Context: an optimization exercise on an open-source flow, tuned for small area. The choices shown serve that exercise and are no tape-out recipe.
In this exercise RTL edits were held to simulation tests only and were not proved equivalent to the original.
Power is estimated from default activity; no workload was simulated.

===== flow/standard.sh =====
#!/bin/bash
# synth_recipe.tcl (not shown) runs the flow's synth.tcl, then flattens the netlist and writes it again
# the make line also repeats each setting of config.mk as NAME=value (left out here)
make -C /OpenROAD-flow-scripts/flow DESIGN_CONFIG=/design/flow/config.mk WORK_HOME=/design/flow/orfs CLKGATE_MAP_FILE= SYNTH_SCRIPT=/design/flow/synth_recipe.tcl "${@:-finish}"

===== flow/design.v =====
module regfile_mp #(
  parameter int XLEN = 32,
  parameter int NREG = 32,
  parameter int NRD  = 2,
  localparam int AW  = $clog2(NREG)
) (
  input  logic                iClk,
  input  logic                iRstN,
  input  logic                iWriteEn,
  input  logic [AW-1:0]       iRdAddr,
  input  logic [XLEN-1:0]     iWriteData,
  input  logic                iIssueEn,
  input  logic [AW-1:0]       iIssueRd,
  input  logic [NRD-1:0]      iReadEn,
  input  logic [NRD*AW-1:0]   iRsAddr,
  output logic [NRD*XLEN-1:0] oRsData,
  output logic [NRD-1:0]      oRsBusy,
  output logic [NREG-1:0]     oBusyVec
);
  logic [XLEN-1:0] regs_reg [NREG];
  logic [NREG-1:0] busy_reg;
  logic [NREG-1:0] valid_reg;
  logic [NREG-1:0] wr_dec;
  logic [NREG-1:0] iss_dec;
  logic [NREG-1:0] rd_ok;
  always_comb begin
    for (int r = 0; r < NREG; r++) begin
      wr_dec[r]  = iWriteEn && (iRdAddr == AW'(r)) && (r != 0);
      iss_dec[r] = iIssueEn && (iIssueRd == AW'(r)) && (r != 0);
    end
  end
  logic [NREG-1:0] wr_dec_n;
  assign wr_dec_n = ~wr_dec;
  assign regs_reg[0] = '0;
  for (genvar r = 1; r < NREG; r++) begin : g_reg
    logic [XLEN-1:0] data_reg;
    logic [XLEN-1:0] d;
    for (genvar b = 0; b < XLEN; b++) begin : g_b
      rf_hold u_hold (.q(data_reg[b]), .keep(wr_dec_n[r]), .wd(iWriteData[b]),
                      .we(wr_dec[r]), .d(d[b]));
    end
    always_ff @(posedge iClk) begin
      data_reg <= d;
    end
    assign regs_reg[r] = data_reg;
  end
  always_ff @(posedge iClk or negedge iRstN) begin
    if (!iRstN) begin
      busy_reg  <= '0;
      valid_reg <= '0;
    end else begin
      busy_reg  <= (busy_reg & ~wr_dec) | iss_dec;
      valid_reg <= valid_reg | wr_dec;
    end
  end
  assign oBusyVec = {busy_reg[NREG-1:1], 1'b0};
  assign rd_ok = valid_reg & ~wr_dec;
  genvar gi, gb;
  generate
    for (gi = 0; gi < NRD; gi++) begin : g_rd
      logic [AW-1:0]   rd_addr;
      logic            rd_hit;
      logic            byp;
      logic [NREG-1:0] dsel;
      assign rd_addr = iRsAddr[gi*AW +: AW];
      assign rd_hit  = iReadEn[gi] && (rd_addr != '0);
      assign byp     = iRstN && rd_hit && iWriteEn && (iRdAddr == rd_addr);
      always_comb begin
        for (int r = 0; r < NREG; r++) begin
          dsel[r] = iReadEn[gi] && (rd_addr == AW'(r)) && rd_ok[r];
        end
      end
      assign oRsBusy[gi] = rd_hit && (byp ? (iIssueEn && (iIssueRd == rd_addr))
                                          : busy_reg[rd_addr]);
      for (gb = 0; gb < XLEN; gb++) begin : g_bit
        logic [NREG-1:0] col;
        for (genvar r = 1; r < NREG; r++) begin : g_col
          assign col[r] = regs_reg[r][gb];
        end
        assign col[0] = iWriteData[gb];
        rf_rdbit u_bit (
          .sel ({dsel[NREG-1:1], byp}),
          .d   (col),
          .y   (oRsData[gi*XLEN + gb])
        );
      end
    end
  endgenerate
endmodule
module rf_rdbit (
  input  logic [31:0] sel,
  input  logic [31:0] d,
  output logic        y
);
  logic [9:0] p;
  for (genvar g = 0; g < 10; g++) begin : g_aoi
    rf_aoi222 u (.a1(sel[3*g]), .a2(d[3*g]), .b1(sel[3*g+1]), .b2(d[3*g+1]),
                 .c1(sel[3*g+2]), .c2(d[3*g+2]), .y(p[g]));
  end
  logic [1:0] t;
  rf_nand2 u_t0 (.a(sel[30]), .b(d[30]), .y(t[0]));
  rf_nand2 u_t1 (.a(sel[31]), .b(d[31]), .y(t[1]));
  logic [2:0] q;
  rf_nand4 u_n0 (.a(p[0]), .b(p[1]), .c(p[2]), .d(p[3]), .y(q[0]));
  rf_nand4 u_n1 (.a(p[4]), .b(p[5]), .c(p[6]), .d(p[7]), .y(q[1]));
  rf_nand4 u_n2 (.a(p[8]), .b(p[9]), .c(t[0]), .d(t[1]), .y(q[2]));
  rf_or3   u_o  (.a(q[0]), .b(q[1]), .c(q[2]), .y(y));
endmodule
module rf_aoi222 (input logic a1, a2, b1, b2, c1, c2, output logic y);
  assign y = ~((a1 & a2) | (b1 & b2) | (c1 & c2));
endmodule
module rf_nand4 (input logic a, b, c, d, output logic y);
  assign y = ~(a & b & c & d);
endmodule
module rf_nand2 (input logic a, b, output logic y);
  assign y = ~(a & b);
endmodule
module rf_hold (input logic q, keep, wd, we, output logic d);
  assign d = (q & keep) | (wd & we);
endmodule
module rf_or3 (input logic a, b, c, output logic y);
  assign y = a | b | c;
endmodule

===== flow/constraint.sdc =====
create_clock -name core_clock -period 6.0 [get_ports {iClk}]
set_input_delay 1.2000 -clock core_clock [delete_from_list [all_inputs] [get_ports {iClk}]]
set_output_delay 1.2000 -clock core_clock [all_outputs]
set_load 0.01 [all_outputs]

===== flow/flow/run.sh =====
#!/bin/bash
set -euo pipefail
CTS="-sink_clustering_enable -repair_clock_nets -dont_use_dummy_load"
CTS="$CTS -sink_clustering_size 30 -sink_clustering_max_diameter 80"
CTS="$CTS -buf_list {sky130_fd_sc_hd__clkbuf_8 sky130_fd_sc_hd__clkbuf_16}"
bash standard.sh \
  "BUFFER_PORTS_ARGS=-buffer_cell sky130_fd_sc_hd__buf_1" \
  "CTS_ARGS=$CTS" \
  finish > flow_make.log 2>&1

===== flow/config.mk =====
export PLATFORM = sky130hd
export DESIGN_NAME = regfile_mp
export DESIGN_NICKNAME = regfile_mp
export VERILOG_FILES = /design/flow/design.v
export SDC_FILE = /design/flow/constraint.sdc
export NUM_CORES = 4
export LEC_CHECK = 0
export CAP_MARGIN = 20
export CORE_MARGIN = 2
export CORE_UTILIZATION = 60
export PLACE_DENSITY = 0.7
export SETUP_SLACK_MARGIN = 0.2
export SLEW_MARGIN = 20
export SYNTH_HIERARCHICAL = 1

==> results.txt, run 1 <==
met3 usage=18.1%; max FFs per register=992; dpl cells=4,680; H-Tree Depth=2; Pleak=17.4 nW; Vias/cell=9.03; Crit. End Element=primary output; CP bufs+invs=3; CP arrival=4.64 ns; Synth Cell Area=41,000 sq um; crit-path max FO=32; post-route ant nets=0; first-pass GRT wire length=270 mm; GRT Overall Usage=51.2%; post-synthesis sequential area ratio=52.2%; Power Density=339 nW/um^2; Reg area=21,400 sq um; CTS buffer count=45; Core Area=67,400 sq um; die width=266 microns; fill count=5,064; post-synth cell types=49; largest net degree at the start of global routing=63; Pins Over Slew Limit=0; max cap viols=0; CP Cell Sequence=buf_1, nand2b_1, nand2b_1, nor3_2, buf_4, a222oi_1, nand4_1, or3_1, buf_1; Syn Nets=3,539; DRT Pass-1 Iters=14; RSZ-0062 raised after global routing=false; I/O Buffers=154; worst rel slew slack=16.7%; GPL Wtd Cong=1.04; layout cells sized above 1=8.67%; clk latency of the worst-skew pair=0.63 ns; Overflow after GRT=0; Tightest Pin Transition=1.25 ns; Top FF cell, synth=dfxtp_1; Avg Inst Size Synth=11.8 sq um; Worst path slowest cell=nand4_1; Post-synth EDFFs=0; DRC violation count after routing=0; WP data required=4.80 ns; Max IR drop VDD=0.295 mV; Final Cycle Share=97.3%; commonest non-fill, non-tap cell in the layout=a22o_1; 1st-iter DRT viols=10,400; Synth Instances=3,481; setup violators final=0; setup TNS=0 ns; Clock Tree Root=clkbuf_16; met2 Track Usage GR=72.1%; Crit path max-delay family=simple AND/OR/NAND/NOR gates; most frequent cells in the layout=1,001 x a22o_1, 992 x dfxtp_1, 640 x a222oi_1; Startpoint Class=primary input; clock skew=0 ns; ys async rst share=5.88%; non-filler cells, final=4,730; area grow syn2layout=11.6%; M1 GR Usage=63.0%; clock transition at the registers of the reported paths=0.04 ns; FF+latch count, synth=1,054; Final Hold Viols=0; Die H=266 microns; CTS tree=built; Final nets=3,912; critical path class=primary input to primary output; clock tree sinks=1,054; DRT Wirelength=190 mm; Die ar.=70,500 sq um; Max Fclk=0.171 GHz; clock tree buffer depth=3; worst min-delay path class=register to register; DR vias=42,700; r2r setup slk=5.20 ns; DR WL/cell=40.1 microns; Tmin final=5.84 ns; Initial Util=60.9%; status=finished clean; vias in the first global route=40,900; GRT busiest layer=met2; initial antenna violation count=5; Ports=156; DP HPWL=117 mm; slowest stage delay, CP=0.62 ns; multi-input logic area=19,900 sq um; Yosys warnings=8; row count=95
final cells by class:
class | count | area share (%)
sequential | 1054 | 46.7
antenna | 5 | 0.0273
inverter | 35 | 0.287
tap | 873 | 2.38
timing repair buffer | 353 | 4.66
clock buffer | 45 | 2.46
multi-input combinational | 2365 | 43.5
metal layers:
metal	routed length (microns)	vias up
met2	75200	4828
met3	33000	1138
met1	61500	20300
met5	28	-
met4	20000	4
li1	-	16500
through the flow:
stage	worst slack [ns]	total power, W	hold slack (ns)	cell area, sq um	utilization, %
2_1_floorplan	0.199	0.0110	0.435	41200	-
3_3_place_gp	0.300	0.0117	0.449	44600	66.2
3_5_place_dp	0.243	0.0119	0.452	44700	66.3
4_1_cts	0.241	0.0153	0.464	45800	67.9
5_1_grt	0.206	0.0159	0.483	45800	68.0
6_report	0.163	0.0155	0.462	45800	68.0
Yosys stat by module, one instance, submodules excluded, a selection:
| module | cell area, sq um | flops+latches | times used | cells inside |
|---|---|---|---|---|
| rf_nand4 | 6.26 | 0 | 192 | 1 |
| rf_hold | 8.76 | 0 | 992 | 1 |
| regfile_mp | 23900 | 1054 | 1 | 1465 |
| rf_aoi222 | 10.0 | 0 | 640 | 1 |
| rf_or3 | 6.26 | 0 | 64 | 1 |
| rf_nand2 | 3.75 | 0 | 128 | 1 |
cell usage after synthesis, types with 3 or more instances:
master	number	area share, %
a21oi_1	4	0.049
a222oi_1	640	16
a22o_1	1001	21
a31oi_1	3	0.046
a32o_1	7	0.17
buf_2	5	0.061
clkbuf_1	19	0.17
dfrtp_1	62	3.8
dfxtp_1	992	48
inv_1	35	0.32
mux2i_1	4	0.098
mux4_1	5	0.32
mux4_2	8	0.44
nand2_1	219	2.0
nand2b_1	48	0.73
nand3_1	7	0.085
nand3b_1	4	0.073
nand4_1	197	3.0
nand4b_1	4	0.085
nor2_1	18	0.16
nor2b_1	6	0.091
nor3_1	62	0.76
nor4_1	6	0.091
o21ai_0	10	0.12
o21ai_1	3	0.037
o31ai_1	4	0.073
or3_1	65	0.99
xnor2_1	10	0.21
xor2_1	10	0.21
logic make-up after synthesis:
group / share of synthesized area [%]
xor+xnor: 0.427
flops: 52.2
buf+inv: 0.637
compound gates: 37.7
other cells: 0.00914
simple gates: 8.23
mux: 0.884
power breakdown:
part | total (W) | switching (W) | internal [W]
sequential | 0.00958 | 0.00118 | 0.00841
clock | 0.00357 | 0.00222 | 0.00135
combinational | 0.00235 | 0.00101 | 0.00134
total | 0.0155 | 0.00440 | 0.0111
final timing paths:
check | start | endpoint | cells after the start
setup / recovery | iRsAddr[1] | oRsData[14] | 9
hold / removal | valid_reg[2]$_DFF_PN0_ | valid_reg[2]$_DFF_PN0_ | 1
setup reg to reg | busy_reg[2]$_DFF_PN0_ | busy_reg[2]$_DFF_PN0_ | 1
hold reg to reg | valid_reg[2]$_DFF_PN0_ | valid_reg[2]$_DFF_PN0_ | 1
max in group asynchronous | iRstN | busy_reg[19]$_DFF_PN0_ | 2
min in group asynchronous | iRstN | valid_reg[30]$_DFF_PN0_ | 2
timing repair:
item | 4_1_cts | 5_1_grt
setup endpoints to repair | 0 | 23
gates resized for setup | 0 | 3
hold buffers | 0 | 0
buffers inserted | 0 | 0
==> run 2, diff against run 1 <==
--- a/flow/config.mk
+++ b/flow/config.mk
@@ -10,5 +10,5 @@
 export CORE_UTILIZATION = 60
 export PLACE_DENSITY = 0.7
-export SETUP_SLACK_MARGIN = 0.2
+export SETUP_SLACK_MARGIN = 0.1
 export SLEW_MARGIN = 20
 export SYNTH_HIERARCHICAL = 1
==> results.txt, run 2 <==
fill count=5,121; count leader, synth=a22o_1; CP arrival=4.55 ns; Avg Inst Size Synth=11.8 sq um; commonest cells in the synthesized netlist=1,001 x a22o_1, 992 x dfxtp_1, 640 x a222oi_1, 219 x nand2_1, 197 x nand4_1; setup violators final=0; CTS tree=built; Crit. End Element=primary output; Pins Over Slew Limit=0; GPL Wtd Cong=1.03; DRC violation count after routing=0; 1st-iter DRT viols=12,200; RSZ-0062 raised after global routing=false; Die ar.=70,500 sq um; DR vias=43,700; Final Cycle Share=95.8%; most used cell, CP=buf_1; Synth Cell Area=41,000 sq um; reg2reg start=busy_reg[9]$_DFF_PN0_; internal cell power=0.0111 W; FF+latch count, synth=1,054; # Post-CTS Setup Buffers=0; Clock Tree Root=clkbuf_16; crit-path max FO=32; non-filler cells, final=4,733; CP bufs+invs=3; Power Density=339 nW/um^2; max FFs per register=992; CTS buffer count=44; combinational share of power=15.0%; slowest stage delay, CP=0.68 ns; commonest non-fill, non-tap cell in the layout=a22o_1; switching share of total power=28.5%; met3 usage=23.4%; GRT busiest layer=met2; Worst path slowest cell=nand4_1; Flop pwr share=62.1%; r2r setup slk=5.18 ns; met2 Track Usage GR=72.9%; Pleak=17.3 nW; CTS Hold Bufs=0; DP HPWL=116 mm; multi-input logic area=19,800 sq um; most frequent cells in the layout=1,001 x a22o_1, 992 x dfxtp_1, 640 x a222oi_1; critical path class=primary input to primary output; WP data required=4.80 ns; CP Cell Sequence=buf_1, or2_1, o31ai_2, nor4_4, buf_4, a222oi_1, nand4_1, or3_1, buf_1; cell taking the most area after synthesis=dfxtp_1; Startpoint Class=primary input; clock tree buffer depth=3; setup TNS=0 ns; DR WL/cell=42.0 microns; Reg area=21,400 sq um; first-pass GRT wire length=281 mm; Vias/cell=9.24; clock tree sinks=1,054; Die H=266 microns; Syn Nets=3,539; fin area=45,700 sq um; total power=0.0155 W; Top FF cell, synth=dfxtp_1; largest net degree at the start of global routing=63; worst min-delay path class=register to register; Ports=156; Max IR drop VDD=0.333 mV; max cap viols=0; post-route ant nets=0; row count=95; Max Fclk=0.174 GHz; Tightest Pin Transition=1.36 ns; I/O Buffers=154; worst rel slew slack=8.70%; vias in the first global route=42,100; Final nets=3,904; clk latency of the worst-skew pair=0.62 ns; Synth area leaders=dfxtp_1 48%, a22o_1 21%, a222oi_1 16%; GRT Overall Usage=53.8%; DRT Wirelength=199 mm; area grow syn2layout=11.3%; clock skew=0 ns; Initial Util=60.9%; Yosys warnings=8; initial antenna violation count=14; switching power=0.00440 W; Overflow after GRT=0; Hold Startpoint=valid_reg[11]$_DFF_PN0_; Util after Layout=67.8%; Synth Instances=3,481; post-synth cell types=49; Core Area=67,400 sq um; Clock power frac=22.9%; post-synthesis sequential area ratio=52.2%; Final Hold Viols=0; dpl cells=4,672; clock transition at the registers of the reported paths=0.07 ns; DRT Pass-1 Iters=17; Tmin final=5.75 ns; Post-DP Area=44,500 sq um; M1 GR Usage=66.0%; Resized cells post-CTS=0; H-Tree Depth=2; status=finished clean; post-synth top area share=48.4%; ys async rst share=5.88%; crit path launch=iRsAddr[5]; Crit path max-delay family=simple AND/OR/NAND/NOR gates; Post-synth EDFFs=0; die width=266 microns; layout cells sized above 1=8.77%
run 2: changes by cell type in the layout (fill, tap and decap cells not counted), moves of 3 or more:
cell / delta
buf_1: -4
buf_12: +3
buf_4: -8
clkbuf_2: +4
diode_2: +11
nand2_1: -5
nand2_2: +5
nor3_2: +20
nor3_4: -19
run 2: layout make-up:
class,count,share of cell area (%)
Timing Repair Buffer,346,4.60
Multi-Input combinational cell,2365,43.4
Sequential cell,1054,46.9
Clock buffer,44,2.41
Antenna cell,16,0.0876
Inverter,35,0.288
Tap cell,873,2.39
run 2: logic make-up after synthesis:
family	share of synthesized area, %
simple gates	8.23
compound gates	37.7
mux	0.884
flops	52.2
buf+inv	0.637
xor+xnor	0.427
other cells	0.00914
run 2: worst paths after layout:
| path | endpoint | cells past startpoint |
|---|---|---|
| min in group asynchronous | busy_reg[21]$_DFF_PN0_ | 2 |
| worst min-delay path | valid_reg[11]$_DFF_PN0_ | 1 |
| max in group asynchronous | busy_reg[15]$_DFF_PN0_ | 2 |
| worst max-delay path | oRsData[44] | 9 |
| worst max register to register | busy_reg[9]$_DFF_PN0_ | 1 |
| worst min register to register | valid_reg[11]$_DFF_PN0_ | 1 |
run 2: stage by stage:
stage / hold slack [ns] / setup WS [ns]
floorplan: 0.435 / 0.0922
global route: 0.475 / 0.128
CTS: 0.472 / 0.490
global placement: 0.449 / 0.568
detailed placement: 0.452 / 0.514
finish: 0.471 / 0.251
run 2: Yosys stat by module, one instance, submodules excluded, excerpt:
module / times used / cell area (sq um)
regfile_mp: 1 / 23900
rf_aoi222: 640 / 10.0
rf_hold: 992 / 8.76
rf_nand4: 192 / 6.26
rf_or3: 64 / 6.26
rf_nand2: 128 / 3.75
run 2: power groups by stage:
stage	sequential, W	clock [W]	combinational [W]
after floorplan	0.00935	0	0.00161
after global placement	0.00956	0	0.00215
after detailed placement	0.00967	0	0.00225
after CTS	0.00953	0.00349	0.00225
after global routing	0.00974	0.00372	0.00244
final	0.00961	0.00354	0.00232
run 2: routing by layer:
| metal | vias up | share of wire (%) |
|---|---|---|
| li1 | 16400 | - |
| met1 | 20700 | 33 |
| met2 | 5147 | 39 |
| met3 | 1446 | 19 |
| met4 | 16 | 10 |
| met5 | - | 0.094 |
==> run 3, diff against run 2 <==
--- a/flow/config.mk
+++ b/flow/config.mk
@@ -8,6 +8,6 @@
 export CAP_MARGIN = 20
 export CORE_MARGIN = 2
-export CORE_UTILIZATION = 60
-export PLACE_DENSITY = 0.7
+export CORE_UTILIZATION = 65
+export PLACE_DENSITY = 0.75
 export SETUP_SLACK_MARGIN = 0.1
 export SLEW_MARGIN = 20
==> results.txt, run 3 <==
FF+latch count, synth=1,054; multi-input logic area=19,800 sq um; Max IR drop VDD=0.332 mV; Synth Instances=3,481; die width=255 microns; combinational family with the most area after synthesis=compound AO/OA/AOI/OAI gates; Final Hold Viols=0; WP data required=4.80 ns; Die H=255 microns; cell taking the most area after synthesis=dfxtp_1; DRT Pass-1 Iters=19; Tmin final=5.63 ns; DR vias=43,700; Syn Nets=3,539; ys async rst share=5.88%; Simple-Gate Fraction of Synth Area=8.23%; status=finished clean; Yosys warnings=8; vias in the first global route=42,300; GPL Wtd Cong=0.983; worst hold slack=0.473 ns; fin area=45,800 sq um; clock skew=0 ns; Top FF cell, synth=dfxtp_1; worst rel slew slack=13.9%; CTS buffer count=44; setup violators final=0; worst min-delay path class=register to register; Startpoint Class=primary input; Avg Inst Size Synth=11.8 sq um; Worst path slowest cell=nand4_1; Synth area leaders=dfxtp_1 48%, a22o_1 21%, a222oi_1 16%; DRT Wirelength=194 mm; Ports=156; CP arrival=4.43 ns; DRC violation count after routing=0; Power Density=338 nW/um^2; clk latency of the worst-skew pair=0.63 ns; # Post-CTS Setup Buffers=0; commonest cells in the synthesized netlist=1,001 x a22o_1, 992 x dfxtp_1, 640 x a222oi_1, 219 x nand2_1, 197 x nand4_1; CP Cell Sequence=buf_1, nand2b_1, nand2b_1, nor3_2, buf_4, a222oi_1, nand4_1, or3_1, buf_1; slowest stage delay, CP=0.63 ns; Die ar.=65,200 sq um; Resized cells post-CTS=0; DP HPWL=118 mm; Post-Synth Adder-Cell Area=0%; Max Fclk=0.178 GHz; Core Area=62,700 sq um; first-pass GRT wire length=278 mm; Initial Util=65.4%; Crit path max-delay family=simple AND/OR/NAND/NOR gates; clock transition at the registers of the reported paths=0.08 ns; setup TNS=0 ns; post-synthesis mux area share=0.884%; count leader, synth=a22o_1; CTS Hold Bufs=0; max cap viols=0; crit-path max FO=8; DR WL/cell=41.0 microns; CP bufs+invs=3; largest net degree at the start of global routing=63; RSZ-0062 raised after global routing=false; layout cells sized above 1=9.57%; Tightest Pin Transition=1.29 ns; Util after Layout=73.0%; Reg area=21,400 sq um; clock tree sinks=1,054; fill count=4,481; Crit. End Element=primary output; Final nets=3,928; most frequent cells in the layout=1,001 x a22o_1, 992 x dfxtp_1, 640 x a222oi_1; max FFs per register=992; critical path class=primary input to primary output; row count=92; Final Cycle Share=93.9%; post-synthesis sequential area ratio=52.2%; post-route ant nets=0; Synth Cell Area=41,000 sq um; Clock Tree Root=clkbuf_16; Pleak=17.4 nW; post-synth cell types=49; area grow syn2layout=11.6%; I/O Buffers=154; Post-synth EDFFs=0; Vias/cell=9.25; Post-DP Area=44,700 sq um; post-synthesis compound-gate area fraction=37.7%; CTS tree=built; GRT Overall Usage=56.6%; 1st-iter DRT viols=11,600; xor and xnor area share after synthesis=0.427%; initial antenna violation count=13; H-Tree Depth=2; commonest non-fill, non-tap cell in the layout=a22o_1; clock tree buffer depth=3; Pins Over Slew Limit=0; post-synth top area share=48.4%; Overflow after GRT=0
-- run 3: cells by family after synthesis --
family,Yosys count
compound gates,1681
other cells,1
buf+inv,62
xor+xnor,20
flops,1054
mux,18
simple gates,645
-- run 3: metrics by stage --
| step | cells | worst slack [ns] | total power [W] |
|---|---|---|---|
| 2_1_floorplan | 3481 | 0.0922 | 0.0110 |
| 3_3_place_gp | 4668 | 0.594 | 0.0117 |
| 3_5_place_dp | 4669 | 0.599 | 0.0119 |
| 4_1_cts | 4713 | 0.598 | 0.0152 |
| 5_1_grt | 4714 | 0.205 | 0.0159 |
| 6_report | 4729 | 0.366 | 0.0155 |
-- run 3: area by class of cell --
class                           instances  share of cell area [%]
Clock buffer                           44                    2.40
Tap cell                              846                    2.31
Antenna cell                           15                  0.0819
Timing Repair Buffer                  370                    4.97
Multi-Input combinational cell       2365                    43.2
Inverter                               35                   0.287
Sequential cell                      1054                    46.7
-- run 3: final timing paths --
kind                                                to                    from  depth (start not counted)  slack [ns]
min in group asynchronous        busy_reg[5]$_DFF_PN0_                   iRstN                          2        0.74
max in group asynchronous       busy_reg[17]$_DFF_PN0_                   iRstN                          2        4.65
worst max-delay path                       oRsData[53]              iRsAddr[6]                          9        0.37
worst max register to register   busy_reg[7]$_DFF_PN0_   busy_reg[7]$_DFF_PN0_                          1        5.21
worst min register to register  valid_reg[6]$_DFF_PN0_  valid_reg[6]$_DFF_PN0_                          1        0.47
worst min-delay path            valid_reg[6]$_DFF_PN0_  valid_reg[6]$_DFF_PN0_                          1        0.47
-- run 3: per-module statistics from Yosys, one instance, submodules excluded, excerpt --
module | flops+latches | cell area (sq um)
regfile_mp | 1054 | 23900
rf_aoi222 | 0 | 10.0
rf_hold | 0 | 8.76
rf_nand2 | 0 | 3.75
rf_nand4 | 0 | 6.26
rf_or3 | 0 | 6.26
-- run 3: report_power, final --
group / switching [W] / internal (W) / total [W] / leakage, nW
Clock: 0.00222 / 0.00132 / 0.00354 / 0.542
Sequential: 0.00118 / 0.00841 / 0.00959 / 8.99
Combinational: 0.00102 / 0.00134 / 0.00236 / 7.89
Total: 0.00442 / 0.0111 / 0.0155 / 17.4
-- run 3: layer usage --
metal,GRT usage (%),share of wire (%),vias to the layer above
li1,-,-,16500
met1,66.8,31,20500
met2,77.0,39,5082
met3,26.9,19,1604
met4,48.1,11,8
met5,0.731,0.065,-

## separate check: timing with driven ports
How much do the figures lean on ideal ports? The routed layouts below were timed once more, with nothing changed but the port constraints.
Step 1, drivers: a clkbuf_16 drives iClk and a buf_2 each remaining input, both assumed.
Step 2 times the ports against the registers' clock, not the clock port: input delays grow and output delays shrink by t, the midpoint of the rising clock arrivals with the driver on.
Slacks: no drivers / after step 1 / after step 2; pairs: no drivers / after step 1.
run	t (ns)	setup slack, ns	worst slew at a driven data input, ns	cell pins on the clock port's net
run 1	0.702	0.163 / 0.130 / 0.130	0.12	1
run 2	0.718	0.251 / 0.228 / 0.228	0.13	1
run 3	0.718	0.366 / 0.345 / 0.345	0.14	1
After both steps every run listed still meets setup and hold. The setup slack of run 1, which loses most, moves by -0.033 ns with the drivers and by -0.033 ns with both steps.
